Background: an optimization exercise with open tools, aiming at a short achievable clock period and few clock cycles per item. Do not read the settings as production practice.
Only simulation tests tie the RTL to the original design; equivalence was not proved.
Power is estimated from default activity; no workload was simulated.

[design/flow/run.sh]
#!/bin/bash
# synth_recipe.tcl (not shown) runs the flow's synth.tcl, then flattens the netlist and writes it again
# the make line also repeats each setting of config.mk as NAME=value (left out here)
make -C /OpenROAD-flow-scripts/flow DESIGN_CONFIG=/design/flow/config.mk WORK_HOME=/design/flow/orfs CLKGATE_MAP_FILE= SYNTH_SCRIPT=/design/flow/synth_recipe.tcl finish
[design/flow/config.mk]
export PLATFORM = sky130hd
export DESIGN_NAME = mipsProcessor
export DESIGN_NICKNAME = mipsProcessor
export VERILOG_FILES = /design/flow/design.v
export SDC_FILE = /design/flow/constraint.sdc
export NUM_CORES = 4
export LEC_CHECK = 0
export ABC_CLOCK_PERIOD_IN_PS = 3000
export CAP_MARGIN = 20
export CORE_MARGIN = 2
export CORE_UTILIZATION = 40
export SETUP_SLACK_MARGIN = 5
export SLEW_MARGIN = 20
[design/flow/constraint.sdc]
create_clock -name core_clock -period 10.0 [get_ports {CLK}]
set_input_delay 2.0000 -clock core_clock [delete_from_list [all_inputs] [get_ports {CLK}]]
set_output_delay 2.0000 -clock core_clock [all_outputs]
set_load 0.01 [all_outputs]
[design/flow/design.v]
package mipsPkg;
	typedef logic [31:0] dataT;      
	typedef logic [4:0]  regAddrT;   
	typedef logic [8:0]  memAddrT;   
	typedef logic [6:0]  wordAddrT;  
	typedef logic [5:0]  opcodeT;
	typedef logic [5:0]  functT;
	localparam opcodeT OpRType = 6'h00;
	localparam opcodeT OpAddi  = 6'h08;
	localparam opcodeT OpAddiu = 6'h09;
	localparam opcodeT OpSlti  = 6'h0a;
	localparam opcodeT OpSltiu = 6'h0b;
	localparam opcodeT OpAndi  = 6'h0c;
	localparam opcodeT OpOri   = 6'h0d;
	localparam opcodeT OpXori  = 6'h0e;
	localparam opcodeT OpLui   = 6'h0f;
	localparam opcodeT OpLw    = 6'h23;
	localparam opcodeT OpSw    = 6'h2b;
	localparam functT FnSllv = 6'h04;
	localparam functT FnSrlv = 6'h06;
	localparam functT FnSrav = 6'h07;
	localparam functT FnAdd  = 6'h20;
	localparam functT FnAddu = 6'h21;
	localparam functT FnSub  = 6'h22;
	localparam functT FnSubu = 6'h23;
	localparam functT FnAnd  = 6'h24;
	localparam functT FnOr   = 6'h25;
	localparam functT FnXor  = 6'h26;
	localparam functT FnNor  = 6'h27;
	localparam functT FnSlt  = 6'h2a;
	localparam functT FnSltu = 6'h2b;
	typedef logic [7:0] aluSelT;
	localparam int SelAdd = 0;   
	localparam int SelLt  = 1;   
	localparam int SelAnd = 2;
	localparam int SelOr  = 3;
	localparam int SelXor = 4;
	localparam int SelNor = 5;
	localparam int SelSll = 6;
	localparam int SelSrl = 7;   
	typedef logic [50:0] decodedT;
	localparam int DecRt      = 0;    
	localparam int DecRs      = 5;    
	localparam int DecImm     = 10;   
	localparam int DecDest    = 26;   
	localparam int DecSel     = 31;   
	localparam int DecUsesRs  = 39;
	localparam int DecUsesRt  = 40;
	localparam int DecWrites  = 41;   
	localparam int DecRetires = 42;   
	localparam int DecLw      = 43;
	localparam int DecSw      = 44;
	localparam int DecLui     = 45;
	localparam int DecBFromRt = 46;   
	localparam int DecZext    = 47;   
	localparam int DecSub     = 48;
	localparam int DecSigned  = 49;   
	localparam int DecArith   = 50;   
endpackage
module registerFile (
	input  logic             CLK,
	input  logic             reset,
	input  logic             regWrite,
	input  mipsPkg::regAddrT wrAddr,
	input  mipsPkg::dataT    wrData,
	input  mipsPkg::regAddrT rdAddrA,
	input  mipsPkg::regAddrT rdAddrB,
	output mipsPkg::dataT    rdDataA,
	output mipsPkg::dataT    rdDataB
);
	mipsPkg::dataT regs [1:31];
	mipsPkg::dataT rfA;
	mipsPkg::dataT rfB;
	always_ff @(posedge CLK) begin
		if (reset) begin
			for (int i = 1; i < 32; i++) begin
				regs[i] <= '0;
			end
		end else if (regWrite && wrAddr != '0) begin
			regs[wrAddr] <= wrData;
		end
	end
	assign rfA = (rdAddrA == '0) ? '0 : regs[rdAddrA];
	assign rfB = (rdAddrB == '0) ? '0 : regs[rdAddrB];
	assign rdDataA = (regWrite && wrAddr == rdAddrA && rdAddrA != '0) ? wrData : rfA;
	assign rdDataB = (regWrite && wrAddr == rdAddrB && rdAddrB != '0) ? wrData : rfB;
endmodule
module prefixAdder #(
	parameter int W = 32
) (
	input  logic [W-1:0] a,
	input  logic [W-1:0] b,
	input  logic         cin,
	output logic [W-1:0] sum,
	output logic         cout
);
	localparam int L = 5;   
	logic [W-1:0] g [L+1];
	logic [W-1:0] p [L+1];
	logic [W:0] carry;
	assign g[0] = (a & b) | {{(W-1){1'b0}}, cin & (a[0] ^ b[0])};
	assign p[0] = a ^ b;
	for (genvar l = 0; l < L; l++) begin : level
		for (genvar i = 0; i < W; i++) begin : bitPos
			if (i >= (1 << l)) begin : combine
				assign g[l+1][i] = g[l][i] | (p[l][i] & g[l][i - (1 << l)]);
				assign p[l+1][i] = p[l][i] & p[l][i - (1 << l)];
			end else begin : pass
				assign g[l+1][i] = g[l][i];
				assign p[l+1][i] = p[l][i];
			end
		end
	end
	assign carry = {g[L], cin};
	assign sum = p[0] ^ carry[W-1:0];
	assign cout = carry[W];
endmodule
module alu (
	input  mipsPkg::aluSelT sel,
	input  logic            signedLt,   
	input  logic            arith,      
	input  logic            cin,
	input  mipsPkg::dataT   a,
	input  mipsPkg::dataT   b,
	input  mipsPkg::dataT   bAdd,
	output mipsPkg::dataT   result
);
	mipsPkg::dataT sum;
	logic cout;
	logic lt;
	mipsPkg::dataT shl;
	mipsPkg::dataT shr;
	logic fill;
	prefixAdder #(.W(32)) u_add (
		.a(a),
		.b(bAdd),
		.cin(cin),
		.sum(sum),
		.cout(cout)
	);
	assign lt = signedLt ? ((a[31] ^ b[31]) ? a[31] : sum[31]) : ~cout;
	assign fill = arith & b[31];
	always_comb begin
		shl = b;
		shr = b;
		for (int s = 0; s < 5; s++) begin
			if (a[s]) begin
				shl = shl << (1 << s);
				shr = (shr >> (1 << s)) | ({32{fill}} << (32 - (1 << s)));
			end
		end
	end
	assign result =
		({32{sel[mipsPkg::SelAdd]}} & sum) |
		({32{sel[mipsPkg::SelLt]}}  & {31'b0, lt}) |
		({32{sel[mipsPkg::SelAnd]}} & (a & b)) |
		({32{sel[mipsPkg::SelOr]}}  & (a | b)) |
		({32{sel[mipsPkg::SelXor]}} & (a ^ b)) |
		({32{sel[mipsPkg::SelNor]}} & ~(a | b)) |
		({32{sel[mipsPkg::SelSll]}} & shl) |
		({32{sel[mipsPkg::SelSrl]}} & shr);
endmodule
module controlUnit (
	input  mipsPkg::dataT    instr,
	output mipsPkg::decodedT dec
);
	mipsPkg::opcodeT op;
	mipsPkg::functT fn;
	mipsPkg::regAddrT rs;
	mipsPkg::regAddrT rt;
	mipsPkg::regAddrT rd;
	mipsPkg::regAddrT dest;
	mipsPkg::aluSelT sel;
	logic isR;
	logic isImm;
	logic isLui;
	logic isLw;
	logic isSw;
	logic retires;
	logic sub;
	logic signedLt;
	logic arith;
	assign op = instr[31:26];
	assign fn = instr[5:0];
	assign rs = instr[25:21];
	assign rt = instr[20:16];
	assign rd = instr[15:11];
	assign isR = op == mipsPkg::OpRType;
	assign isImm = op[5:3] == 3'b001;   
	assign isLui = op == mipsPkg::OpLui;
	assign isLw = op == mipsPkg::OpLw;
	assign isSw = op == mipsPkg::OpSw;
	assign retires = isR || isImm || isLw;
	assign dest = isR ? rd : rt;
	always_comb begin
		sel = '0;
		sub = 1'b0;
		signedLt = 1'b0;
		arith = 1'b0;
		if (isR) begin
			case (fn)
				mipsPkg::FnSub, mipsPkg::FnSubu: begin
					sel[mipsPkg::SelAdd] = 1'b1;
					sub = 1'b1;
				end
				mipsPkg::FnAnd: sel[mipsPkg::SelAnd] = 1'b1;
				mipsPkg::FnOr:  sel[mipsPkg::SelOr] = 1'b1;
				mipsPkg::FnXor: sel[mipsPkg::SelXor] = 1'b1;
				mipsPkg::FnNor: sel[mipsPkg::SelNor] = 1'b1;
				mipsPkg::FnSlt: begin
					sel[mipsPkg::SelLt] = 1'b1;
					sub = 1'b1;
					signedLt = 1'b1;
				end
				mipsPkg::FnSltu: begin
					sel[mipsPkg::SelLt] = 1'b1;
					sub = 1'b1;
				end
				mipsPkg::FnSllv: sel[mipsPkg::SelSll] = 1'b1;
				mipsPkg::FnSrlv: sel[mipsPkg::SelSrl] = 1'b1;
				mipsPkg::FnSrav: begin
					sel[mipsPkg::SelSrl] = 1'b1;
					arith = 1'b1;
				end
				default: sel[mipsPkg::SelAdd] = 1'b1;   
			endcase
		end else begin
			case (op)
				mipsPkg::OpSlti: begin
					sel[mipsPkg::SelLt] = 1'b1;
					sub = 1'b1;
					signedLt = 1'b1;
				end
				mipsPkg::OpSltiu: begin
					sel[mipsPkg::SelLt] = 1'b1;
					sub = 1'b1;
				end
				mipsPkg::OpAndi: sel[mipsPkg::SelAnd] = 1'b1;
				mipsPkg::OpOri:  sel[mipsPkg::SelOr] = 1'b1;
				mipsPkg::OpXori: sel[mipsPkg::SelXor] = 1'b1;
				default: sel[mipsPkg::SelAdd] = 1'b1;   
			endcase
		end
	end
	always_comb begin
		dec = '0;
		dec[mipsPkg::DecRt +: 5] = rt;
		dec[mipsPkg::DecRs +: 5] = rs;
		dec[mipsPkg::DecImm +: 16] = instr[15:0];
		dec[mipsPkg::DecDest +: 5] = dest;
		dec[mipsPkg::DecSel +: 8] = sel;
		dec[mipsPkg::DecUsesRs] = isR || (isImm && !isLui) || isLw || isSw;
		dec[mipsPkg::DecUsesRt] = isR || isSw;
		dec[mipsPkg::DecWrites] = retires && dest != '0;
		dec[mipsPkg::DecRetires] = retires;
		dec[mipsPkg::DecLw] = isLw;
		dec[mipsPkg::DecSw] = isSw;
		dec[mipsPkg::DecLui] = isLui;
		dec[mipsPkg::DecBFromRt] = isR || isSw;
		dec[mipsPkg::DecZext] = op == mipsPkg::OpAndi || op == mipsPkg::OpOri ||
			op == mipsPkg::OpXori;
		dec[mipsPkg::DecSub] = sub;
		dec[mipsPkg::DecSigned] = signedLt;
		dec[mipsPkg::DecArith] = arith;
	end
endmodule
module mipsProcessor (
	input  logic             CLK,
	input  logic             reset,
	input  logic             memReady,
	input  mipsPkg::dataT    memRData,
	output logic             memValid,
	output logic             memWrite,
	output mipsPkg::memAddrT memAddr,
	output mipsPkg::dataT    memWData,
	output logic             resultValid,
	output mipsPkg::regAddrT resultReg,
	output mipsPkg::dataT    resultData
);
	localparam int Q = 6;   
	localparam int CW = 3;     
	logic reqFetch;               
	mipsPkg::wordAddrT reqAddr;
	logic busFree;                
	logic fetchDone;              
	assign memAddr = {reqAddr, 2'b00};
	assign busFree = !memValid || memReady;
	assign fetchDone = memValid && memReady && reqFetch;
	mipsPkg::decodedT q [Q];
	logic [Q:0] qFill;            
	logic [CW-1:0] slots;         
	mipsPkg::wordAddrT fetchPc;   
	mipsPkg::wordAddrT dPc;       
	mipsPkg::decodedT fetchDec;
	controlUnit u_dec (
		.instr(memRData),
		.dec(fetchDec)
	);
	logic eValid;
	logic eWrites;                
	logic eRetires;               
	logic eLoad;
	logic eStore;
	logic eIssued;                
	logic flush;                  
	mipsPkg::wordAddrT flushPc;   
	mipsPkg::regAddrT eDest;
	mipsPkg::dataT eA;
	mipsPkg::dataT eB;
	mipsPkg::dataT eBAdd;
	logic eCin;
	logic eSignedLt;
	logic eArith;
	mipsPkg::aluSelT eSel;
	logic [8:0] eImm;
	logic [8:0] eHitBase;         
	logic wValid;
	mipsPkg::regAddrT wReg;
	mipsPkg::dataT wData;
	mipsPkg::decodedT dq;
	logic dValid;
	mipsPkg::regAddrT rs;
	mipsPkg::regAddrT rt;
	logic [15:0] imm;
	mipsPkg::dataT rsVal;
	mipsPkg::dataT rtVal;
	mipsPkg::dataT immVal;
	mipsPkg::dataT dA;
	mipsPkg::dataT dB;
	logic dSub;
	assign dq = q[0];
	assign dValid = !qFill[0];
	assign rs = dq[mipsPkg::DecRs +: 5];
	assign rt = dq[mipsPkg::DecRt +: 5];
	assign imm = dq[mipsPkg::DecImm +: 16];
	assign dSub = dq[mipsPkg::DecSub];
	registerFile u_regFile (
		.CLK(CLK),
		.reset(reset),
		.regWrite(wValid),
		.wrAddr(wReg),
		.wrData(wData),
		.rdAddrA(rs),
		.rdAddrB(rt),
		.rdDataA(rsVal),
		.rdDataB(rtVal)
	);
	always_comb begin
		if (dq[mipsPkg::DecLui]) begin
			immVal = {imm, 16'b0};
		end else if (dq[mipsPkg::DecZext]) begin
			immVal = {16'b0, imm};
		end else begin
			immVal = {{16{imm[15]}}, imm};
		end
	end
	assign dA = dq[mipsPkg::DecLui] ? '0 : rsVal;
	assign dB = dq[mipsPkg::DecBFromRt] ? rtVal : immVal;   
	mipsPkg::dataT aluResult;
	logic [8:0] eByteAddr;
	mipsPkg::wordAddrT eAddr;
	logic [8:0] hitDist;
	logic eNeedBus;               
	logic eFree;                  
	logic eRetire;                
	logic storeFlush;             
	logic dataIssue;              
	logic fetchRoom;
	logic fetchIssue;
	logic storeHit;
	logic hazard;
	logic dAdv;
	alu u_alu (
		.sel(eSel),
		.signedLt(eSignedLt),
		.arith(eArith),
		.cin(eCin),
		.a(eA),
		.b(eB),
		.bAdd(eBAdd),
		.result(aluResult)
	);
	assign eByteAddr = eA[8:0] + eImm;
	assign eAddr = eByteAddr[8:2];
	assign hitDist = eA[8:0] + eHitBase;
	assign storeHit = hitDist[8:5] == '0 && {1'b0, hitDist[4:2]} < 4'(slots);
	assign eNeedBus = eValid && (eLoad || eStore) && !eIssued;
	always_comb begin
		if (!eValid) begin
			eFree = 1'b1;
		end else if (eStore) begin
			eFree = busFree;
		end else if (eLoad) begin
			eFree = eIssued && memReady;   
		end else begin
			eFree = 1'b1;
		end
	end
	assign eRetire = eValid && eRetires && eFree && !flush;
	assign fetchRoom = slots < CW'(Q) && !flush;
	assign dataIssue = eNeedBus && busFree && !flush;
	assign fetchIssue = !eNeedBus && fetchRoom && busFree;
	assign storeFlush = dataIssue && eStore && storeHit;
	assign hazard = eValid && eWrites &&
		((dq[mipsPkg::DecUsesRs] && rs == eDest) || (dq[mipsPkg::DecUsesRt] && rt == eDest));
	assign dAdv = dValid && eFree && !hazard && !flush;
	logic push;
	assign push = fetchDone && !flush;
	always_ff @(posedge CLK) begin
		for (int i = 0; i < Q; i++) begin
			if (push && (dAdv ? qFill[i + 1] : qFill[i])) begin
				q[i] <= fetchDec;
			end else if (dAdv && i < Q - 1) begin
				q[i] <= q[(i < Q - 1) ? i + 1 : i];
			end
		end
	end
	always_ff @(posedge CLK) begin
		if (reset || flush) begin
			qFill <= (Q + 1)'(1);
		end else if (push && !dAdv) begin
			qFill <= {qFill[Q-1:0], 1'b0};
		end else if (dAdv && !push) begin
			qFill <= {1'b0, qFill[Q:1]};
		end
	end
	always_ff @(posedge CLK) begin
		if (reset) begin
			slots <= '0;
			fetchPc <= '0;
			dPc <= '0;
		end else if (flush) begin
			slots <= '0;
			fetchPc <= flushPc;
			dPc <= flushPc;
		end else begin
			slots <= slots + CW'(fetchIssue) - CW'(dAdv);
			if (fetchIssue) begin
				fetchPc <= fetchPc + 7'd1;
			end
			if (dAdv) begin
				dPc <= dPc + 7'd1;
			end
		end
	end
	always_ff @(posedge CLK) begin
		if (reset) begin
			memValid <= 1'b0;
			memWrite <= 1'b0;
			reqFetch <= 1'b0;
		end else if (dataIssue) begin
			memValid <= 1'b1;
			memWrite <= eStore;
			reqFetch <= 1'b0;
		end else if (fetchIssue) begin
			memValid <= 1'b1;
			memWrite <= 1'b0;
			reqFetch <= 1'b1;
		end else if (busFree) begin
			memValid <= 1'b0;
		end
	end
	always_ff @(posedge CLK) begin
		if (dataIssue) begin
			reqAddr <= eAddr;
		end else if (fetchIssue) begin
			reqAddr <= fetchPc;
		end
		if (dataIssue && eStore) begin
			memWData <= eB;
		end
	end
	always_ff @(posedge CLK) begin
		if (reset || flush) begin
			eValid <= 1'b0;
		end else if (eFree) begin
			eValid <= dAdv;
		end
	end
	always_ff @(posedge CLK) begin
		if (reset) begin
			flush <= 1'b0;
		end else begin
			flush <= storeFlush;
		end
		if (storeFlush) begin
			flushPc <= dPc;
		end
	end
	always_ff @(posedge CLK) begin
		if (eFree) begin
			eWrites <= dq[mipsPkg::DecWrites];
			eRetires <= dq[mipsPkg::DecRetires];
			eLoad <= dq[mipsPkg::DecLw];
			eStore <= dq[mipsPkg::DecSw];
			eIssued <= 1'b0;
			eDest <= dq[mipsPkg::DecDest +: 5];
			eA <= dA;
			eB <= dB;
			eBAdd <= dSub ? ~dB : dB;
			eCin <= dSub;
			eSignedLt <= dq[mipsPkg::DecSigned];
			eArith <= dq[mipsPkg::DecArith];
			eSel <= dq[mipsPkg::DecSel +: 8];
			eImm <= imm[8:0];
			eHitBase <= imm[8:0] - {dPc + 7'd1, 2'b00};
		end else if (dataIssue) begin
			eIssued <= 1'b1;
		end
	end
	always_ff @(posedge CLK) begin
		if (reset) begin
			wValid <= 1'b0;
			resultValid <= 1'b0;
		end else begin
			wValid <= eRetire && eWrites;
			resultValid <= eRetire;
		end
	end
	always_ff @(posedge CLK) begin
		if (eRetire && eWrites) begin
			wReg <= eDest;
			wData <= eLoad ? memRData : aluResult;
		end
		if (eRetire) begin
			resultReg <= eDest;
			resultData <= eLoad ? memRData : aluResult;
		end
	end
endmodule
==> results of run 1 <==
cell families after synthesis:
kind of cell,after synthesis
buffers and inverters,642
DFF,1618
adders and majority gates,127
and+or+nand+nor,1709
other,1
AOI/OAI and AO/OA,609
xor gates and xnor gates,97
muxes,1052
worst max path at each step:
stage                                                end           startpoint  depth (start not counted)
floorplan                              q[5][0]$_DFFE_PP_             memReady                         11
global placement                      q[0][50]$_DFFE_PN_             memReady                         11
detailed placement                    q[0][32]$_DFFE_PN_             memReady                         11
CTS                                   q[0][35]$_DFFE_PN_             memReady                         11
global route        u_regFile.regs[28][29]$_SDFFCE_PN0P_                reset                          8
finish                               wData[29]$_DFFE_PP_  eA[4]$_SDFFCE_PP0N_                          7
cells in the final DEF, fill, tap and decap left out, drive strengths merged, types with 21 or more instances in the layout:
| master | count |
|---|---|
| a211oi | 21 |
| a21o | 25 |
| a21oi | 133 |
| a221oi | 39 |
| a22oi | 61 |
| a31oi | 27 |
| and2 | 1005 |
| buf | 153 |
| clkbuf | 225 |
| clkdlybuf4s50 | 112 |
| clkinv | 75 |
| conb | 34 |
| dfxtp | 42 |
| edfxtp | 1576 |
| ha | 123 |
| inv | 138 |
| mux2 | 245 |
| mux2i | 144 |
| mux4 | 663 |
| nand2 | 318 |
| nand3 | 35 |
| nor2 | 191 |
| nor3 | 38 |
| o211ai | 41 |
| o21ai | 154 |
| or2 | 36 |
| xnor2 | 42 |
| xor2 | 55 |
critical path, delay by kind of cell (launching register included):
family                 cells  cell delay, ps
buffers and inverters      2            1230
DFF                        1             640
and+or+nand+nor            2            1020
AOI/OAI and AO/OA          3            1610
stage by stage:
stage          utilization, %  hold WS (ps)  cell area, sq um  setup WS, ps  total power, uW
2_1_floorplan               -           400             86000          4870            15200
3_3_place_gp             42.3           403             90000          3690            18700
3_5_place_dp             42.4           405             90000          3580            18800
4_1_cts                  45.0           418             95700          5010            25200
5_1_grt                  45.1           424             95700          5040            26200
6_report                 45.1           418             95800          5070            25400
what timing repair did:
action                                 in CTS  in global routing
setup endpoints to repair                 407                239
buffers inserted                            0                  4
endpoints found under the hold margin       0                  0
cloned                                      3                  0
gates resized for setup                     7                  4
hold buffers                                0                  0
layout make-up:
type                            instances  area [sq um]  share of cell area, %
Inverter                              134           534                  0.558
Antenna cell                            8          20.0                 0.0209
Timing Repair Buffer                  266          2420                   2.53
Tap cell                             2821          3530                   3.69
Timing Repair inverter                  2          17.5                 0.0183
Clock inverter                         94           861                  0.899
Multi-Input combinational cell       3629         35400                   37.0
Sequential cell                      1618         48200                   50.3
Clock buffer                          224          4730                   4.94
state kept, by name, summed over array words and instances, names as in the netlist, 3 cells and up, named ones only:
signal          flops
eHitBase            7
eSel                8
eB                 32
memWData           32
flushPc             7
qFill               7
eDest               5
wData              32
slots               3
dPc                 7
eBAdd              32
eA                 32
u_regFile.regs   1024
q                 300
resultReg           5
wReg                5
reqAddr             7
eImm                9
resultData         32
fetchPc             7
routing by layer:
| metal | part of all wire, % | vias to the layer above | GRT usage (%) |
|---|---|---|---|
| met5 | 0.014 | - | 0 |
| met4 | 4.5 | 8 | 10.8 |
| met3 | 9.8 | 483 | 5.63 |
| met2 | 44 | 2806 | 37.1 |
| met1 | 42 | 27700 | 36.3 |
| li1 | - | 22400 | - |
power groups by stage:
stage	registers (uW)	logic, uW	clock network (uW)
after detailed placement	9450	9360	0
final	9340	9610	6420
after CTS	9320	9410	6520
after global routing	9390	10000	6770
after floorplan	8830	6330	0
after global placement	9450	9300	0
==> reports/results.ini, run 1 <==
[synthesis]
synth_top_area_share_pct=55.2
async_reset_ff_share_pct=0
synth_ff_type=edfxtp_1
ys_top_cells_by_area=edfxtp_1 55%, mux4_2 17%, and2_1 7.3%
synth.most_common_cell=edfxtp_1
ys_ff_latch=1618
synth_edf_count=1576
synth-compound-area-share_pct=4.65
avgSynthCellArea_sq_um=14.6
synth-seq-area-share_pct=56.2
synth_area_sq_um=85700
yosysTopAreaCell=edfxtp_1
synth-adder-area-share_pct=1.89
synthSimpleGateAreaFrac_pct=10.9
synth_top_family_by_area=multiplexers
yosysUniqueCellTypes=80
synth-xor-area-share_pct=0.991
synthCells=5855
yosys-mux-area-fraction_pct=22.3
ys_top_cells_by_count=1,576 x edfxtp_1, 1,004 x and2_1, 663 x mux4_2, 365 x clkbuf_1, 318 x nand2_1
yosys_warnings=8

[detailed_routing]
wl_um=278000
firstDrtPassIters=8
route.detailed.wl_per_inst_um=31.7
viasPerCell=6.07
ant_nets=0
drc=0
vias=53400
first_iter_violations=7711

[global_route]
grt_pass1_vias=52400
grt_pass1_wl_um=393000
overflow=0
grt_max_degree=127
antenna_found_initial=23
globalRouteTotalUtil_pct=25.3

[timing]
fin_crit_sh_pct=49.3
hold_viol_final=0
skew_ps=43.2
worst_pin_slew_ps=1250
fin_tns_setup_ps=0
setup_viol=0
slew_headroom_pct=16.7
rsz0062_at_grt=no
final_max_slew_viol_count=0
max_freq_mhz=203
finalCriticalPeriod_ps=4930

[worst_setup_path]
timing.rr.end=wData[29]$_DFFE_PP_
arrival_ps=5360
worstSetupStartpointType=flop
rr_worst_depth=7
cpMaxStageDelayCell=a311oi_1
end_kind=flop
path_class=reg -> reg
cp_max_fo=43
cp_data_required_time_ps=10430
crit_chain=buf_4 -> clkinv_1 -> nand2_1 -> nor2_1 -> a32o_1 -> a311oi_1 -> a22oi_1
r2r-start=eA[4]$_SDFFCE_PP0N_
reg2reg_slack_ps=5070
cpPeakStageDelay_ps=780

[die]
die_y_um=467
rows=169
die-area_sq_um=218000
dieWidth_um=467
start_util_pct=40.3
core_sq_um=213000
io_pins=116

[flow_run]
max_cap_viol_count=0

[cells_and_area]
finalNonFillerCells=8796
fill_cells=18600
drive_gt1_share_pct=22.0
nets=5986
area.growth.synth_to_final_pct=11.7

[clock_network]
numCtsBuffers=173
clk_latency_ps=830
clockRootBuffer=clkbuf_16
cts_tree=done
clock_path_buffers=3
h-tree-depth=4
clock-sinks=1618
clk_pin_slew_ps=60

[placement]
hpwl_um=177000
io_buffer_count=113
place_congestion=0.962
dpl.cell_count=8461

[power]
power.internal_uw=16000
clkPwrFrac_pct=25.3
swShare_pct=37.1
p_leak_uw=0.0340
peakVddDrop_v=0.000187
power_switching_uw=9410
cellPowerDensity_nw_per_um2=265
combPwrFrac_pct=37.9
power_frac_seq_pct=36.8

[hold_path]
hold_depth=0
min_path_type=reg -> reg
min_to=eDest[0]$_DFFE_PN_
min_from=q[0][26]$_DFFE_PN_

[status]
status=finished clean

Testbench counts, summed over its fixed seeds: cycles 12,550, instrs 6,144.
==> run 2, diff against run 1 <==
--- a/design/flow/design.v
+++ b/design/flow/design.v
@@ -264,6 +264,52 @@
 		dec[mipsPkg::DecArith] = arith;
 	end
 endmodule
+module datapath (
+	input  logic ready,       
+	input  logic memValid,
+	input  logic reqFetch,
+	input  logic eValid,
+	input  logic eLoad,
+	input  logic eStore,
+	input  logic eIssued,
+	input  logic eRetires,
+	input  logic flush,
+	input  logic fetchRoom,   
+	input  logic dValid,
+	input  logic hazard,
+	input  logic storeHit,
+	output logic dataIssue,   
+	output logic fetchIssue,
+	output logic storeFlush,  
+	output logic eFree,       
+	output logic eRetire,     
+	output logic dAdv,        
+	output logic push,        
+	output logic busIdle      
+);
+	logic busFree;
+	logic eNeedBus;
+	assign busFree = !memValid || ready;
+	assign eNeedBus = eValid && (eLoad || eStore) && !eIssued;
+	always_comb begin
+		if (!eValid) begin
+			eFree = 1'b1;
+		end else if (eStore) begin
+			eFree = busFree;
+		end else if (eLoad) begin
+			eFree = eIssued && ready;   
+		end else begin
+			eFree = 1'b1;
+		end
+	end
+	assign dataIssue = eNeedBus && busFree && !flush;
+	assign fetchIssue = !eNeedBus && fetchRoom && !flush && busFree;
+	assign storeFlush = dataIssue && eStore && storeHit;
+	assign eRetire = eValid && eRetires && eFree && !flush;
+	assign dAdv = dValid && eFree && !hazard && !flush;
+	assign push = memValid && ready && reqFetch && !flush;
+	assign busIdle = busFree && !dataIssue && !fetchIssue;
+endmodule
 module mipsProcessor (
 	input  logic             CLK,
 	input  logic             reset,
@@ -281,11 +327,7 @@
 	localparam int CW = 3;     
 	logic reqFetch;               
 	mipsPkg::wordAddrT reqAddr;
-	logic busFree;                
-	logic fetchDone;              
 	assign memAddr = {reqAddr, 2'b00};
-	assign busFree = !memValid || memReady;
-	assign fetchDone = memValid && memReady && reqFetch;
 	mipsPkg::decodedT q [Q];
 	logic [Q:0] qFill;            
 	logic [CW-1:0] slots;         
@@ -360,16 +402,15 @@
 	logic [8:0] eByteAddr;
 	mipsPkg::wordAddrT eAddr;
 	logic [8:0] hitDist;
-	logic eNeedBus;               
 	logic eFree;                  
 	logic eRetire;                
 	logic storeFlush;             
 	logic dataIssue;              
-	logic fetchRoom;
 	logic fetchIssue;
 	logic storeHit;
 	logic hazard;
 	logic dAdv;
+	logic push;
 	alu u_alu (
 		.sel(eSel),
 		.signedLt(eSignedLt),
@@ -384,28 +425,61 @@
 	assign eAddr = eByteAddr[8:2];
 	assign hitDist = eA[8:0] + eHitBase;
 	assign storeHit = hitDist[8:5] == '0 && {1'b0, hitDist[4:2]} < 4'(slots);
-	assign eNeedBus = eValid && (eLoad || eStore) && !eIssued;
-	always_comb begin
-		if (!eValid) begin
-			eFree = 1'b1;
-		end else if (eStore) begin
-			eFree = busFree;
-		end else if (eLoad) begin
-			eFree = eIssued && memReady;   
-		end else begin
-			eFree = 1'b1;
-		end
-	end
-	assign eRetire = eValid && eRetires && eFree && !flush;
-	assign fetchRoom = slots < CW'(Q) && !flush;
-	assign dataIssue = eNeedBus && busFree && !flush;
-	assign fetchIssue = !eNeedBus && fetchRoom && busFree;
-	assign storeFlush = dataIssue && eStore && storeHit;
 	assign hazard = eValid && eWrites &&
 		((dq[mipsPkg::DecUsesRs] && rs == eDest) || (dq[mipsPkg::DecUsesRt] && rt == eDest));
-	assign dAdv = dValid && eFree && !hazard && !flush;
-	logic push;
-	assign push = fetchDone && !flush;
+	logic [7:0] ctl0;
+	logic [7:0] ctl1;
+	logic fetchRoom;
+	logic busIdle;
+	assign fetchRoom = slots < CW'(Q);
+	datapath u_ctl0 (
+		.ready(1'b0),
+		.memValid(memValid),
+		.reqFetch(reqFetch),
+		.eValid(eValid),
+		.eLoad(eLoad),
+		.eStore(eStore),
+		.eIssued(eIssued),
+		.eRetires(eRetires),
+		.flush(flush),
+		.fetchRoom(fetchRoom),
+		.dValid(dValid),
+		.hazard(hazard),
+		.storeHit(storeHit),
+		.dataIssue(ctl0[0]),
+		.fetchIssue(ctl0[1]),
+		.storeFlush(ctl0[2]),
+		.eFree(ctl0[3]),
+		.eRetire(ctl0[4]),
+		.dAdv(ctl0[5]),
+		.push(ctl0[6]),
+		.busIdle(ctl0[7])
+	);
+	datapath u_ctl1 (
+		.ready(1'b1),
+		.memValid(memValid),
+		.reqFetch(reqFetch),
+		.eValid(eValid),
+		.eLoad(eLoad),
+		.eStore(eStore),
+		.eIssued(eIssued),
+		.eRetires(eRetires),
+		.flush(flush),
+		.fetchRoom(fetchRoom),
+		.dValid(dValid),
+		.hazard(hazard),
+		.storeHit(storeHit),
+		.dataIssue(ctl1[0]),
+		.fetchIssue(ctl1[1]),
+		.storeFlush(ctl1[2]),
+		.eFree(ctl1[3]),
+		.eRetire(ctl1[4]),
+		.dAdv(ctl1[5]),
+		.push(ctl1[6]),
+		.busIdle(ctl1[7])
+	);
+	assign {busIdle, push, dAdv, eRetire, eFree, storeFlush, fetchIssue, dataIssue} =
+		memReady ? ctl1 : ctl0;
 	always_ff @(posedge CLK) begin
 		for (int i = 0; i < Q; i++) begin
 			if (push && (dAdv ? qFill[i + 1] : qFill[i])) begin
@@ -456,7 +530,7 @@
 			memValid <= 1'b1;
 			memWrite <= 1'b0;
 			reqFetch <= 1'b1;
-		end else if (busFree) begin
+		end else if (busIdle) begin
 			memValid <= 1'b0;
 		end
 	end
==> design/flow/flow/run.sh (new file) <==
#!/bin/bash
# Layout flow: the standard layout (standard.sh, which runs ORFS from
# synthesis to the final layout unchanged), with repair_timing asked for more
# setup slack than the clock period needs, so the layout is optimised for a
# shorter achieved period. The clock, constraints and synthesis are the standard flow's.
# make's full output goes to standard.log in this folder; ORFS's per-step logs
# are under orfs/logs/.
set -euo pipefail
export SETUP_SLACK_MARGIN=6.8
bash standard.sh > standard.log 2>&1
==> design/flow/standard.sh (new file) <==
#!/bin/bash
# synth_recipe.tcl (not shown) runs the flow's synth.tcl, then flattens the netlist and writes it again
# the make line also repeats each setting of config.mk as NAME=value (left out here)
make -C /OpenROAD-flow-scripts/flow DESIGN_CONFIG=/design/flow/config.mk WORK_HOME=/design/flow/orfs CLKGATE_MAP_FILE= SYNTH_SCRIPT=/design/flow/synth_recipe.tcl "${@:-finish}"
--- a/design/flow/config.mk
+++ b/design/flow/config.mk
@@ -9,5 +9,4 @@
 export CAP_MARGIN = 20
 export CORE_MARGIN = 2
 export CORE_UTILIZATION = 40
-export SETUP_SLACK_MARGIN = 5
 export SLEW_MARGIN = 20
removed: design/flow/run.sh
==> run 2 against run 1 <==
Net effect: clock power fell by 0.9%; die area fell by 0.22%; flip-flop and latch count did not move; cell count rose by 2.2%; combinational power rose by 47%; register-to-register slack improved by 1400 ps; via count rose by 6.3%; first-iteration DRC count rose by 13%; clock skew fell by 0.63 ps.
==> reports/results.ini, run 2 <==
[cells_and_area]
regMostFlops=u_regFile.regs
nets=6185
reg_top3=u_regFile.regs (1024), q (300)
final_common_cell=edfxtp_1
drive_gt1_share_pct=35.7
largest_register_ffs=1024
final_cell_mix=1,576 x edfxtp_1, 996 x and2_1, 708 x mux4_2
area.growth.synth_to_final_pct=22.5

[timing]
fin_crit_sh_pct=37.3
rsz0062_at_grt=yes
skew_ps=42.5
setup_viol=0
worst_pin_slew_ps=1110
fin_tns_setup_ps=0
final_max_slew_viol_count=0
hold_viol_final=0
postLayoutSetupSlackWorst_ps=6270
max_freq_mhz=268
slew_headroom_pct=25.9
finalCriticalPeriod_ps=3730

[placement]
place_congestion=0.941
io_buffer_count=113
hpwl_um=170000
dp_worst_setup_slack_ps=4370

[power]
p_leak_uw=0.0381
peakVddDrop_v=0.000211
cellPowerDensity_nw_per_um2=287

[hold_path]
min_path_type=reg -> reg
hold_depth=0

[synthesis]
synthCells=5625
async_reset_ff_share_pct=0
synth_ff_type=edfxtp_1
synth.most_common_cell=edfxtp_1
yosysUniqueCellTypes=78
synth-seq-area-share_pct=56.3
ys_top_cells_by_area=edfxtp_1 55%, mux4_2 19%, and2_1 7.3%
synth_area_sq_um=85500
ys_top_cells_by_count=1,576 x edfxtp_1, 999 x and2_1, 708 x mux4_2, 359 x clkbuf_1, 277 x mux2_2
yosysTopAreaCell=edfxtp_1
avgSynthCellArea_sq_um=15.2
yosys_warnings=9
ys_ff_latch=1618
synth_edf_count=1576
synth_top_area_share_pct=55.3

[global_route]
grt_pass1_vias=55100
grt_pass1_wl_um=431000
overflow=0
globalRouteTotalUtil_pct=28.2
antenna_found_initial=26
grt_max_degree=97

[detailed_routing]
first_iter_violations=8727
drc=0
route.detailed.wl_per_inst_um=35.1
vias=56800
firstDrtPassIters=6
wl_um=316000
viasPerCell=6.32
ant_nets=0

[die]
die-area_sq_um=218000
dieWidth_um=466
io_pins=116
start_util_pct=40.3
die_y_um=466
core_sq_um=212000
rows=169

[worst_setup_path]
end_kind=flop
rr_worst_depth=13
cp_max_fo=6
cp_data_required_time_ps=10590
crit_cells=14
crit_chain=buf_8 -> and3b_1 -> o31a_1 -> nor2_4 -> o211ai_4 -> buf_12 -> buf_6 -> buf_12 -> mux2i_4 -> nor2_4 -> buf_12 -> buf_12 -> buf_16 -> mux2_4
critical_path.top_delay_family=buffers and inverters
worstSetupStartpointType=input port
cpPeakStageDelay_ps=310
cpMaxStageDelayCell=mux2_4
cp_num_buf_inv=7
crit_top_cell=buf_12
path_class=in -> reg
arrival_ps=4320

[clock_network]
clock_path_buffers=3
clockRootBuffer=clkbuf_16
clk_pin_slew_ps=60
numCtsBuffers=174
clk_latency_ps=850
h-tree-depth=4
cts_tree=done
clock-sinks=1618

[flow_run]
max_cap_viol_count=0

[status]
status=finished clean

run 2: cell count changes after synthesis, moves of 11 or more:
cell and delta:
nand2_1 -168, mux2_2 +137, mux2_1 -105, o21ai_0 -50
mux4_2 +45, mux2i_1 -40, nor2_1 +34, a21oi_1 -30
o211ai_1 -19, buf_2 -15, a31oi_1 -13, o21ai_1 +11
run 2: cell families after synthesis:
logic type	Yosys count	share of synthesized area, %
and+or+nand+nor	1557	10.3
other	1	0.00438
adders and majority gates	127	1.89
AOI/OAI and AO/OA	511	4.01
muxes	1089	23.5
DFF	1618	56.3
buffers and inverters	619	2.92
xor gates and xnor gates	103	1.05
run 2: final timing paths:
kind                            from                 end  slack [ps]
setup / recovery            memReady  q[4][29]$_DFFE_PP_        6270
hold / removal    q[0][27]$_DFFE_PN_  eDest[1]$_DFFE_PN_         420
setup reg to reg  eDest[3]$_DFFE_PN_  q[4][29]$_DFFE_PP_        6460
hold reg to reg   q[0][27]$_DFFE_PN_  eDest[1]$_DFFE_PN_         420
run 2: stage by stage:
step                hold slack, ps  util, %  total power (uW)  area [sq um]  std cells
floorplan                      400        -             16700         86300       5658
global placement               401     42.3             20800         89900       8215
detailed placement             405     42.3             20900         89900       8215
CTS                            418     48.5             29100        103000       8903
global route                   435     49.4             30800        105000       8987
finish                         418     49.4             30000        105000       8990
run 2: final cells by class:
| class | count | area (sq um) |
|---|---|---|
| Fill cell | 17500 | 107000 |
| Sequential cell | 1618 | 48200 |
| Multi-Input combinational cell | 3471 | 38100 |
| Timing Repair Buffer | 629 | 8960 |
| Clock buffer | 230 | 4720 |
| Tap cell | 2821 | 3530 |
| Clock inverter | 88 | 766 |
| Inverter | 128 | 524 |
| Antenna cell | 4 | 10.0 |
| Timing Repair inverter | 1 | 7.51 |
run 2: routing by layer:
layer	vias to the layer above	track usage (%)	wire length [um]
met4	12	13.3	17600
met5	-	0	82
met1	29700	39.3	122000
met3	728	7.12	37900
li1	22600	-	-
met2	3738	41.4	138000
run 2: where the power goes:
part,switching [uW],internal (uW)
Sequential,982,8640
Clock,2800,3560
Combinational,7760,6300
run 2: repair_timing:
| item | in CTS | in global routing |
|---|---|---|
| pin swaps | 89 | 43 |
| gates resized for setup | 1020 | 200 |
| cloned | 131 | 23 |
| buffers inserted | 239 | 58 |
| hold buffers | 0 | 0 |
| endpoints found under the hold margin | 0 | 0 |
| endpoints found under the setup margin | 2584 | 1389 |
Testbench counts of run 2, summed over its fixed seeds: cycles 12,550, instrs 6,144.
==> run 3, diff against run 2 <==
--- a/design/flow/design.v
+++ b/design/flow/design.v
@@ -264,52 +264,6 @@
 		dec[mipsPkg::DecArith] = arith;
 	end
 endmodule
-module datapath (
-	input  logic ready,       
-	input  logic memValid,
-	input  logic reqFetch,
-	input  logic eValid,
-	input  logic eLoad,
-	input  logic eStore,
-	input  logic eIssued,
-	input  logic eRetires,
-	input  logic flush,
-	input  logic fetchRoom,   
-	input  logic dValid,
-	input  logic hazard,
-	input  logic storeHit,
-	output logic dataIssue,   
-	output logic fetchIssue,
-	output logic storeFlush,  
-	output logic eFree,       
-	output logic eRetire,     
-	output logic dAdv,        
-	output logic push,        
-	output logic busIdle      
-);
-	logic busFree;
-	logic eNeedBus;
-	assign busFree = !memValid || ready;
-	assign eNeedBus = eValid && (eLoad || eStore) && !eIssued;
-	always_comb begin
-		if (!eValid) begin
-			eFree = 1'b1;
-		end else if (eStore) begin
-			eFree = busFree;
-		end else if (eLoad) begin
-			eFree = eIssued && ready;   
-		end else begin
-			eFree = 1'b1;
-		end
-	end
-	assign dataIssue = eNeedBus && busFree && !flush;
-	assign fetchIssue = !eNeedBus && fetchRoom && !flush && busFree;
-	assign storeFlush = dataIssue && eStore && storeHit;
-	assign eRetire = eValid && eRetires && eFree && !flush;
-	assign dAdv = dValid && eFree && !hazard && !flush;
-	assign push = memValid && ready && reqFetch && !flush;
-	assign busIdle = busFree && !dataIssue && !fetchIssue;
-endmodule
 module mipsProcessor (
 	input  logic             CLK,
 	input  logic             reset,
@@ -323,11 +277,19 @@
 	output mipsPkg::regAddrT resultReg,
 	output mipsPkg::dataT    resultData
 );
-	localparam int Q = 6;   
-	localparam int CW = 3;     
+	localparam int Q = 6;    
+	localparam int CW = 3;   
 	logic reqFetch;               
 	mipsPkg::wordAddrT reqAddr;
+	logic busFree;                
+	mipsPkg::dataT rData;         
+	logic rLoad;                  
+	logic discard;                
 	assign memAddr = {reqAddr, 2'b00};
+	assign busFree = !memValid || memReady;
+	logic mValid;
+	mipsPkg::wordAddrT mAddr;
+	mipsPkg::dataT mData;
 	mipsPkg::decodedT q [Q];
 	logic [Q:0] qFill;            
 	logic [CW-1:0] slots;         
@@ -402,12 +364,15 @@
 	logic [8:0] eByteAddr;
 	mipsPkg::wordAddrT eAddr;
 	logic [8:0] hitDist;
+	logic hitOld;                 
+	logic hitNew;                 
+	logic storeHit;
 	logic eFree;                  
 	logic eRetire;                
-	logic storeFlush;             
-	logic dataIssue;              
+	logic storeToM;               
+	logic loadIssue;              
+	logic mIssue;                 
 	logic fetchIssue;
-	logic storeHit;
 	logic hazard;
 	logic dAdv;
 	logic push;
@@ -424,62 +389,30 @@
 	assign eByteAddr = eA[8:0] + eImm;
 	assign eAddr = eByteAddr[8:2];
 	assign hitDist = eA[8:0] + eHitBase;
-	assign storeHit = hitDist[8:5] == '0 && {1'b0, hitDist[4:2]} < 4'(slots);
+	assign hitOld = hitDist[8:5] == '0 && {1'b0, hitDist[4:2]} < 4'(slots);
+	assign hitNew = hitDist[8:5] == '0 && {1'b0, hitDist[4:2]} <= 4'(slots);
+	always_comb begin
+		if (!eValid) begin
+			eFree = 1'b1;
+		end else if (eStore) begin
+			eFree = !mValid;
+		end else if (eLoad) begin
+			eFree = rLoad;   
+		end else begin
+			eFree = 1'b1;
+		end
+	end
+	assign storeToM = eValid && eStore && !mValid && !flush;
+	assign eRetire = eValid && eRetires && eFree && !flush;
 	assign hazard = eValid && eWrites &&
 		((dq[mipsPkg::DecUsesRs] && rs == eDest) || (dq[mipsPkg::DecUsesRt] && rt == eDest));
-	logic [7:0] ctl0;
-	logic [7:0] ctl1;
-	logic fetchRoom;
-	logic busIdle;
-	assign fetchRoom = slots < CW'(Q);
-	datapath u_ctl0 (
-		.ready(1'b0),
-		.memValid(memValid),
-		.reqFetch(reqFetch),
-		.eValid(eValid),
-		.eLoad(eLoad),
-		.eStore(eStore),
-		.eIssued(eIssued),
-		.eRetires(eRetires),
-		.flush(flush),
-		.fetchRoom(fetchRoom),
-		.dValid(dValid),
-		.hazard(hazard),
-		.storeHit(storeHit),
-		.dataIssue(ctl0[0]),
-		.fetchIssue(ctl0[1]),
-		.storeFlush(ctl0[2]),
-		.eFree(ctl0[3]),
-		.eRetire(ctl0[4]),
-		.dAdv(ctl0[5]),
-		.push(ctl0[6]),
-		.busIdle(ctl0[7])
-	);
-	datapath u_ctl1 (
-		.ready(1'b1),
-		.memValid(memValid),
-		.reqFetch(reqFetch),
-		.eValid(eValid),
-		.eLoad(eLoad),
-		.eStore(eStore),
-		.eIssued(eIssued),
-		.eRetires(eRetires),
-		.flush(flush),
-		.fetchRoom(fetchRoom),
-		.dValid(dValid),
-		.hazard(hazard),
-		.storeHit(storeHit),
-		.dataIssue(ctl1[0]),
-		.fetchIssue(ctl1[1]),
-		.storeFlush(ctl1[2]),
-		.eFree(ctl1[3]),
-		.eRetire(ctl1[4]),
-		.dAdv(ctl1[5]),
-		.push(ctl1[6]),
-		.busIdle(ctl1[7])
-	);
-	assign {busIdle, push, dAdv, eRetire, eFree, storeFlush, fetchIssue, dataIssue} =
-		memReady ? ctl1 : ctl0;
+	assign dAdv = dValid && eFree && !hazard && !flush;
+	assign mIssue = mValid && busFree;
+	assign loadIssue = eValid && eLoad && !eIssued && !mValid && !flush && busFree;
+	assign fetchIssue = busFree && !mValid && !(eValid && eLoad && !eIssued) &&
+		!flush && slots < CW'(Q);
+	assign storeHit = fetchIssue ? hitNew : hitOld;
+	assign push = memValid && memReady && reqFetch && !discard && !flush;
 	always_ff @(posedge CLK) begin
 		for (int i = 0; i < Q; i++) begin
 			if (push && (dAdv ? qFill[i + 1] : qFill[i])) begin
@@ -522,26 +455,57 @@
 			memValid <= 1'b0;
 			memWrite <= 1'b0;
 			reqFetch <= 1'b0;
-		end else if (dataIssue) begin
+		end else if (mIssue) begin
+			memValid <= 1'b1;
+			memWrite <= 1'b1;
+			reqFetch <= 1'b0;
+		end else if (loadIssue) begin
 			memValid <= 1'b1;
-			memWrite <= eStore;
+			memWrite <= 1'b0;
 			reqFetch <= 1'b0;
 		end else if (fetchIssue) begin
 			memValid <= 1'b1;
 			memWrite <= 1'b0;
 			reqFetch <= 1'b1;
-		end else if (busIdle) begin
+		end else if (busFree) begin
 			memValid <= 1'b0;
 		end
 	end
 	always_ff @(posedge CLK) begin
-		if (dataIssue) begin
+		if (mIssue) begin
+			reqAddr <= mAddr;
+			memWData <= mData;
+		end else if (loadIssue) begin
 			reqAddr <= eAddr;
 		end else if (fetchIssue) begin
 			reqAddr <= fetchPc;
 		end
-		if (dataIssue && eStore) begin
-			memWData <= eB;
+	end
+	always_ff @(posedge CLK) begin
+		rData <= memRData;
+		if (reset) begin
+			rLoad <= 1'b0;
+			discard <= 1'b0;
+		end else begin
+			rLoad <= memValid && memReady && !reqFetch && !memWrite;
+			if (storeToM && storeHit) begin
+				discard <= (memValid && reqFetch && !memReady) || fetchIssue;
+			end else if (memReady) begin
+				discard <= 1'b0;
+			end
+		end
+	end
+	always_ff @(posedge CLK) begin
+		if (reset) begin
+			mValid <= 1'b0;
+		end else if (storeToM) begin
+			mValid <= 1'b1;
+		end else if (mIssue) begin
+			mValid <= 1'b0;
+		end
+		if (storeToM) begin
+			mAddr <= eAddr;
+			mData <= eB;
 		end
 	end
 	always_ff @(posedge CLK) begin
@@ -555,9 +519,9 @@
 		if (reset) begin
 			flush <= 1'b0;
 		end else begin
-			flush <= storeFlush;
+			flush <= storeToM && storeHit;
 		end
-		if (storeFlush) begin
+		if (storeToM) begin
 			flushPc <= dPc;
 		end
 	end
@@ -578,7 +542,7 @@
 			eSel <= dq[mipsPkg::DecSel +: 8];
 			eImm <= imm[8:0];
 			eHitBase <= imm[8:0] - {dPc + 7'd1, 2'b00};
-		end else if (dataIssue) begin
+		end else if (loadIssue) begin
 			eIssued <= 1'b1;
 		end
 	end
@@ -594,11 +558,11 @@
 	always_ff @(posedge CLK) begin
 		if (eRetire && eWrites) begin
 			wReg <= eDest;
-			wData <= eLoad ? memRData : aluResult;
+			wData <= eLoad ? rData : aluResult;
 		end
 		if (eRetire) begin
 			resultReg <= eDest;
-			resultData <= eLoad ? memRData : aluResult;
+			resultData <= eLoad ? rData : aluResult;
 		end
 	end
 endmodule
==> run 3 against run 2 <==
Net effect: still clean on timing, DRC and antenna; core utilization fell by 1.1 points; worst setup slack improved by 160 ps; sequential power fell by 2%; clock skew fell by 7.1 ps; final area barely moved; sequential share of layout area rose by 1.8 points; critical path depth fell by 13; fmax rose by 4.4%; first-iteration DRC count rose by 6.6%; combinational power fell by 14%; flip-flop and latch count rose by 74; critical endpoint is now resultData[31]; largest cell class unchanged; highest routed layer unchanged.
==> reports/results.ini, run 3 <==
[status]
status=finished clean

[cells_and_area]
nets=6735
largest_register_ffs=1024
regMostFlops=u_regFile.regs
reg_top3=u_regFile.regs (1024), q (300)
fill_cells=18400
final_common_cell=edfxtp_1
drive_gt1_share_pct=28.3
regArea_sq_um=50100
area.growth.synth_to_final_pct=20.0
final_cell_mix=1,615 x edfxtp_1, 1,000 x and2_1, 685 x nand2_1
multi_input_area_sq_um=37600

[power]
power_frac_seq_pct=33.2
cellPowerDensity_nw_per_um2=271
p_leak_uw=0.0386
combPwrFrac_pct=42.7
clkPwrFrac_pct=24.1
peakVddDrop_v=0.000171
power.internal_uw=17700
swShare_pct=37.7
power_switching_uw=10700
total_power_uw=28400

[timing]
worst_pin_slew_ps=1120
max_freq_mhz=280
rsz0062_at_grt=yes
skew_ps=35.5
final_max_slew_viol_count=0
slew_headroom_pct=24.9
setup_viol=0
fin_tns_setup_ps=0
finalCriticalPeriod_ps=3570
fin_crit_sh_pct=35.7
hold_viol_final=0

[worst_setup_path]
cp_data_required_time_ps=8000
arrival_ps=1570
worstSetupStartpointType=flop
cp_max_fo=1
end_kind=output pin
cp_num_buf_inv=1
critical_path.top_delay_family=flip-flops
cpMaxStageDelayCell=edfxtp_1
crit_chain=buf_2
cpPeakStageDelay_ps=530
path_class=reg -> out
reg2reg_slack_ps=6520

[synthesis]
synthCells=6228
yosysUniqueCellTypes=78
ys_top_cells_by_area=edfxtp_1 56%, mux4_2 17%, and2_1 7.2%
yosys_warnings=8
ys_top_cells_by_count=1,615 x edfxtp_1, 1,002 x and2_1, 697 x nand2_1, 660 x mux4_2, 350 x clkbuf_1
avgSynthCellArea_sq_um=14.0
synth_area_sq_um=87400
synth-seq-area-share_pct=57.3
async_reset_ff_share_pct=0
synth_top_area_share_pct=55.5
synth_ff_type=edfxtp_1
yosysTopAreaCell=edfxtp_1
synth_edf_count=1615
ys_ff_latch=1692
synth.most_common_cell=edfxtp_1

[clock_network]
clock-sinks=1692
numCtsBuffers=182
cts_tree=done
clockRootBuffer=clkbuf_16
clock_path_buffers=3
clk_pin_slew_ps=70
h-tree-depth=4
clk_latency_ps=860
ctsHoldBuffers=0

[global_route]
grt_max_degree=80
antenna_found_initial=34
grt_pass1_vias=56300
overflow=0
globalRouteTotalUtil_pct=28.1
grt_pass1_wl_um=441000

[flow_run]
max_cap_viol_count=0

[placement]
io_buffer_count=113
hpwl_um=182000
place_congestion=0.934

[die]
core_sq_um=217000
die_y_um=471
io_pins=116
rows=171
dieWidth_um=471
die-area_sq_um=222000
start_util_pct=40.2

[detailed_routing]
firstDrtPassIters=6
viasPerCell=6.20
wl_um=323000
route.detailed.wl_per_inst_um=33.7
ant_nets=0
drc=0
first_iter_violations=9305
vias=59400

[hold_path]
min_path_type=reg -> reg

-- run 3: cell types whose count changed after synthesis, sizes merged, moves of 14 or more --
cell,previous run,this run
o22ai,17,3
buf,132,167
mux2i,104,153
dfxtp,42,77
edfxtp,1576,1615
o21ai,115,258
inv,127,146
nand2,150,697
mux4,708,660
a21oi,103,131
nor3,31,15
mux2,277,59
-- run 3: per-stage QoR --
stage | worst slack, ps | util, % | instance area, sq um | hold WS [ps] | instances
3_3_place_gp | 4400 | 42.2 | 91700 | 406 | 8813
6_report | 6430 | 48.3 | 105000 | 399 | 9588
5_1_grt | 6390 | 48.3 | 105000 | 408 | 9579
3_5_place_dp | 4330 | 42.2 | 91700 | 405 | 8813
2_1_floorplan | 6130 | - | 88300 | 400 | 6261
4_1_cts | 6370 | 47.3 | 103000 | 404 | 9448
-- run 3: what timing repair did --
| item | CTS | global route |
|---|---|---|
| pin swaps | 69 | 39 |
| endpoints found under the setup margin | 2763 | 932 |
| gates resized for setup | 694 | 166 |
| endpoints found under the hold margin | 0 | 0 |
| buffers inserted | 202 | 106 |
| cloned | 98 | 22 |
-- run 3: logic make-up after synthesis --
kind of cell	share of synthesized area [%]
simple gates	12.4
flops	57.3
mux	19.5
compound gates	4.85
buf+inv	3.04
fa+ha+maj	1.87
xor+xnor	1.00
other cells	0.00429
-- run 3: power by group through the flow --
stage / Clock (uW) / Sequential (uW) / Combinational (uW)
floorplan: 0 / 9150 / 6370
global placement: 0 / 9640 / 9610
detailed placement: 0 / 9660 / 9650
CTS: 6910 / 9430 / 11000
global route: 7160 / 9490 / 12500
finish: 6860 / 9440 / 12100
-- run 3: worst paths after layout --
path,start,end,cells after the start
min,mData[20]$_DFFE_PP_,memWData[20]$_DFFE_PP_,0
max,resultData[31]$_DFFE_PP_,resultData[31],1
min reg2reg,mData[20]$_DFFE_PP_,memWData[20]$_DFFE_PP_,0
max reg2reg,flop,eBAdd[15]$_DFFE_PN_,11
-- run 3: area by class of cell --
cell class | instances | area share [%]
Antenna cell | 11 | 0.0263
Clock buffer | 232 | 4.62
Clock inverter | 103 | 1.04
Inverter | 146 | 0.591
Multi-Input combinational cell | 3973 | 35.9
Sequential cell | 1692 | 47.8
Tap cell | 2854 | 3.41
Timing Repair Buffer | 577 | 6.65
-- run 3: routing by layer --
| metal | GRT usage [%] | routed length, um | part of all wire, % | vias up |
|---|---|---|---|---|
| li1 | - | - | - | 24200 |
| met1 | 39.2 | 125000 | 39 | 30600 |
| met2 | 41.0 | 141000 | 44 | 4053 |
| met3 | 7.93 | 41300 | 13 | 626 |
| met4 | 12.5 | 15700 | 4.9 | 12 |
| met5 | 0 | 81 | 0.025 | - |
Testbench counts of run 3, summed over its fixed seeds: cycles 12,603, instrs 6,144.
==> run 4, diff against run 3 <==
--- a/design/flow/design.v
+++ b/design/flow/design.v
@@ -65,6 +65,8 @@
 	input  mipsPkg::dataT    wrData,
 	input  mipsPkg::regAddrT rdAddrA,
 	input  mipsPkg::regAddrT rdAddrB,
+	input  logic [31:0]      rdSelA,   
+	input  logic [31:0]      rdSelB,   
 	output mipsPkg::dataT    rdDataA,
 	output mipsPkg::dataT    rdDataB
 );
@@ -80,8 +82,14 @@
 			regs[wrAddr] <= wrData;
 		end
 	end
-	assign rfA = (rdAddrA == '0) ? '0 : regs[rdAddrA];
-	assign rfB = (rdAddrB == '0) ? '0 : regs[rdAddrB];
+	always_comb begin
+		rfA = '0;
+		rfB = '0;
+		for (int i = 1; i < 32; i++) begin
+			rfA = rfA | ({32{rdSelA[i]}} & regs[i]);
+			rfB = rfB | ({32{rdSelB[i]}} & regs[i]);
+		end
+	end
 	assign rdDataA = (regWrite && wrAddr == rdAddrA && rdAddrA != '0) ? wrData : rfA;
 	assign rdDataB = (regWrite && wrAddr == rdAddrB && rdAddrB != '0) ? wrData : rfB;
 endmodule
@@ -288,6 +296,7 @@
 	assign memAddr = {reqAddr, 2'b00};
 	assign busFree = !memValid || memReady;
 	logic mValid;
+	logic mBusy;
 	mipsPkg::wordAddrT mAddr;
 	mipsPkg::dataT mData;
 	mipsPkg::decodedT q [Q];
@@ -296,6 +305,8 @@
 	mipsPkg::wordAddrT fetchPc;   
 	mipsPkg::wordAddrT dPc;       
 	mipsPkg::decodedT fetchDec;
+	logic [31:0] dSelRs;          
+	logic [31:0] dSelRt;
 	controlUnit u_dec (
 		.instr(memRData),
 		.dec(fetchDec)
@@ -346,6 +357,8 @@
 		.wrData(wData),
 		.rdAddrA(rs),
 		.rdAddrB(rt),
+		.rdSelA(dSelRs),
+		.rdSelB(dSelRt),
 		.rdDataA(rsVal),
 		.rdDataB(rtVal)
 	);
@@ -391,18 +404,19 @@
 	assign hitDist = eA[8:0] + eHitBase;
 	assign hitOld = hitDist[8:5] == '0 && {1'b0, hitDist[4:2]} < 4'(slots);
 	assign hitNew = hitDist[8:5] == '0 && {1'b0, hitDist[4:2]} <= 4'(slots);
+	assign mBusy = mValid || (memValid && memWrite);
 	always_comb begin
 		if (!eValid) begin
 			eFree = 1'b1;
 		end else if (eStore) begin
-			eFree = !mValid;
+			eFree = !mBusy;
 		end else if (eLoad) begin
 			eFree = rLoad;   
 		end else begin
 			eFree = 1'b1;
 		end
 	end
-	assign storeToM = eValid && eStore && !mValid && !flush;
+	assign storeToM = eValid && eStore && !mBusy && !flush;
 	assign eRetire = eValid && eRetires && eFree && !flush;
 	assign hazard = eValid && eWrites &&
 		((dq[mipsPkg::DecUsesRs] && rs == eDest) || (dq[mipsPkg::DecUsesRt] && rt == eDest));
@@ -422,6 +436,18 @@
 			end
 		end
 	end
+	logic [4:0] nextRs;
+	logic [4:0] nextRt;
+	logic headLoad;
+	assign headLoad = push && (dAdv ? qFill[1] : qFill[0]);
+	assign nextRs = headLoad ? fetchDec[mipsPkg::DecRs +: 5] : q[1][mipsPkg::DecRs +: 5];
+	assign nextRt = headLoad ? fetchDec[mipsPkg::DecRt +: 5] : q[1][mipsPkg::DecRt +: 5];
+	always_ff @(posedge CLK) begin
+		if (headLoad || dAdv) begin
+			dSelRs <= (32'b1 << nextRs) & ~32'b1;
+			dSelRt <= (32'b1 << nextRt) & ~32'b1;
+		end
+	end
 	always_ff @(posedge CLK) begin
 		if (reset || flush) begin
 			qFill <= (Q + 1)'(1);
@@ -472,9 +498,9 @@
 		end
 	end
 	always_ff @(posedge CLK) begin
+		memWData <= mData;
 		if (mIssue) begin
 			reqAddr <= mAddr;
-			memWData <= mData;
 		end else if (loadIssue) begin
 			reqAddr <= eAddr;
 		end else if (fetchIssue) begin
@@ -560,9 +586,7 @@
 			wReg <= eDest;
 			wData <= eLoad ? rData : aluResult;
 		end
-		if (eRetire) begin
-			resultReg <= eDest;
-			resultData <= eLoad ? rData : aluResult;
-		end
+		resultReg <= eDest;
+		resultData <= eLoad ? rData : aluResult;
 	end
 endmodule
==> run 4 against run 3 <==
Net effect: cell count is 2.2% higher; sequential power rose by 2%; power decreased by 14%; non-clock buffer count shrank 8.
==> reports/results.ini, run 4 <==
[status]
status=finished clean

[worst_setup_path]
end_kind=output pin
crit_chain=buf_2
cpPeakStageDelay_ps=360
cp_num_buf_inv=1
worstSetupStartpointType=flop
path_class=reg -> out
arrival_ps=1390
cpMaxStageDelayCell=edfxtp_1
critical_path.top_delay_family=flip-flops
cp_data_required_time_ps=8000
cp_max_fo=1

[synthesis]
async_reset_ff_share_pct=0
synth_ff_type=edfxtp_1
yosysTopAreaCell=edfxtp_1
synth-seq-area-share_pct=59.8
ys_ff_latch=1712
yosysUniqueCellTypes=83
ys_top_cells_by_count=1,576 x edfxtp_1, 1,002 x and2_1, 474 x clkbuf_1, 446 x a22oi_1, 270 x a221oi_1
yosys_warnings=8
avgSynthCellArea_sq_um=12.7
synth.most_common_cell=edfxtp_1
ys_top_cells_by_area=edfxtp_1 57%, and2_1 7.5%, a22oi_1 4.0%
synth_top_area_share_pct=56.6
synth_area_sq_um=83700
synthCells=6583
synth_edf_count=1576

[die]
dieWidth_um=461
start_util_pct=40.3
die_y_um=461
io_pins=116
die-area_sq_um=213000
rows=167
core_sq_um=207000

[timing]
rsz0062_at_grt=yes
fin_tns_setup_ps=0
hold_ws_ps=329
worst_pin_slew_ps=1210
hold_viol_final=0
final_max_slew_viol_count=0
slew_headroom_pct=19.5
fin_crit_sh_pct=33.9
finalCriticalPeriod_ps=3390
setup_viol=0
max_freq_mhz=295
skew_ps=92.7

[cells_and_area]
largest_register_ffs=992
regMostFlops=u_regFile.regs
finalNonFillerCells=9799
drive_gt1_share_pct=22.3
final_cell_mix=1,576 x edfxtp_1, 1,000 x and2_1, 446 x a22oi_1
reg_top3=u_regFile.regs (992), q (300)
fill_cells=17900
area.growth.synth_to_final_pct=20.3
final_area_sq_um=101000
nets=6959
final_common_cell=edfxtp_1

[power]
cellPowerDensity_nw_per_um2=244
clkPwrFrac_pct=28.8
p_leak_uw=0.0363
power_switching_uw=9170
peakVddDrop_v=0.000226
power_frac_seq_pct=39.3
combPwrFrac_pct=31.9
power.internal_uw=15400
swShare_pct=37.4

[placement]
place_congestion=0.979
hpwl_um=223000
dpl.cell_count=9111
placed_cell_area_sq_um=88800
io_buffer_count=113

[clock_network]
h-tree-depth=4
clk_latency_ps=920
ctsHoldBuffers=0
clock-sinks=1712
cts_tree=done
clk_pin_slew_ps=70
clock_path_buffers=3
clockRootBuffer=clkbuf_16
numCtsBuffers=185

[global_route]
grt_max_degree=134
overflow=0
grt_pass1_vias=63900
antenna_found_initial=55
grt_pass1_wl_um=546000
globalRouteTotalUtil_pct=37.5

[detailed_routing]
route.detailed.wl_per_inst_um=42.0
first_iter_violations=15800
wl_um=412000
vias=69600
drc=0
firstDrtPassIters=14
ant_nets=0
viasPerCell=7.10

[flow_run]
max_cap_viol_count=0

[hold_path]
min_path_type=reg -> reg

[run 4: cell count changes in the layout (fill, tap and decap cells not counted), sizes merged, moves of 82 or more]
cell    before  now
nor3        15   97
mux4       660   44
a221oi      54  270
nand4       10  149
o21ai      258   80
mux2        59  266
a22oi       61  446
nand2      706  175
a22o         0  260
nand3       32  151
[run 4: cell families (layout without fill, tap and decap cells)]
kind of cell / after synthesis / after routing / share of synthesized area (%)
simple gates: 2001 / 2041 / 13.4
flops: 1712 / 1712 / 59.8
compound gates: 1547 / 1547 / 14.3
buf+inv: 694 / 1023 / 3.30
mux: 405 / 405 / 6.22
fa+ha+maj: 128 / 128 / 1.95
xor+xnor: 95 / 95 / 0.994
other cells: 1 / 60 / 0.00448
[run 4: worst paths after layout]
| check | start | endpoint | slack (ps) | cells past startpoint |
|---|---|---|---|---|
| setup reg to reg | dSelRs[6]$_SDFFCE_PP0P_ | eA[10]$_SDFFCE_PP0N_ | 6640 | 6 |
| setup / recovery | reqAddr[6]$_DFFE_PP_ | memAddr[8] | 6610 | 1 |
| hold / removal | mData[24]$_DFFE_PP_ | memWData[24]$_DFF_P_ | 330 | 0 |
| hold reg to reg | mData[24]$_DFFE_PP_ | memWData[24]$_DFF_P_ | 330 | 0 |
[run 4: power groups by stage]
stage / logic, uW / registers [uW] / clock network [uW]
2_1_floorplan: 3870 / 9320 / 0
3_3_place_gp: 6420 / 9750 / 0
3_5_place_dp: 6430 / 9750 / 0
5_1_grt: 7910 / 9670 / 7340
6_report: 7830 / 9640 / 7070
4_1_cts: 6930 / 9600 / 7080
[run 4: layout make-up]
type	instances	area (sq um)	area share [%]
Clock inverter	120	1350	1.34
Clock buffer	224	4840	4.81
Multi-Input combinational cell	4218	33500	33.3
Tap cell	2788	3490	3.47
Sequential cell	1712	50100	49.8
Timing Repair Buffer	569	6730	6.68
Antenna cell	58	145	0.144
Inverter	110	428	0.425
[run 4: layer usage]
metal  share of wire [%]  global-route usage, %
met2                  39                   49.9
met5                0.12                   1.35
met3                  17                   18.5
met4                 8.7                   23.9
met1                  36                   47.8
[run 4: what timing repair did]
item	CTS	global route
setup buffers	176	48
setup endpoints to repair	2003	1012
hold endpoints to repair	0	0
gates resized for setup	668	174
gates cloned	46	7
pin swaps	49	40
[run 4: through the flow]
step / utilization [%] / power, uW / setup WS, ps
after detailed placement: 42.8 / 16200 / 4650
after CTS: 47.6 / 23600 / 6560
after floorplan: - / 13200 / 5920
final: 48.5 / 24500 / 6610
after global placement: 42.8 / 16200 / 4690
after global routing: 48.4 / 24900 / 6550
Testbench counts of run 4, summed over its fixed seeds: cycles 12,609, instrs 6,144.

## what the ideal ports hide
Ports are ideal in the flow. The routed layouts listed here were re-timed in OpenROAD.
Step 1 sets driving cells, clkbuf_16 on the clock port and buf_2 on the other inputs (assumed; they add their load-dependent delay and slew).
Step 2 adds t to the input delays and takes it off the output delays; t is the mean of the earliest and latest rising clock arrival at the registers after step 1. Input paths then give back, and output paths get back, about the clock's delay inside the block.
a / b / c = ideal / step 1 / step 2; a / b = the first two.
run	t (ns)	setup slack, ns	worst slew at a driven data input, ns	cell pins on the clock port's net
run 1	0.891	5.069 / 5.069 / 4.275	0.18	1
run 2	0.925	6.268 / 6.297 / 5.386	0.09	1
run 3	0.929	6.425 / 6.336 / 5.843	0.10	1
run 4	0.968	6.613 / 6.524 / 5.748	0.06	1
After both steps setup and hold are still met in every run listed. For run 2, which loses most, drivers alone change the setup slack by +0.029 ns; drivers and shift together by -0.882 ns.
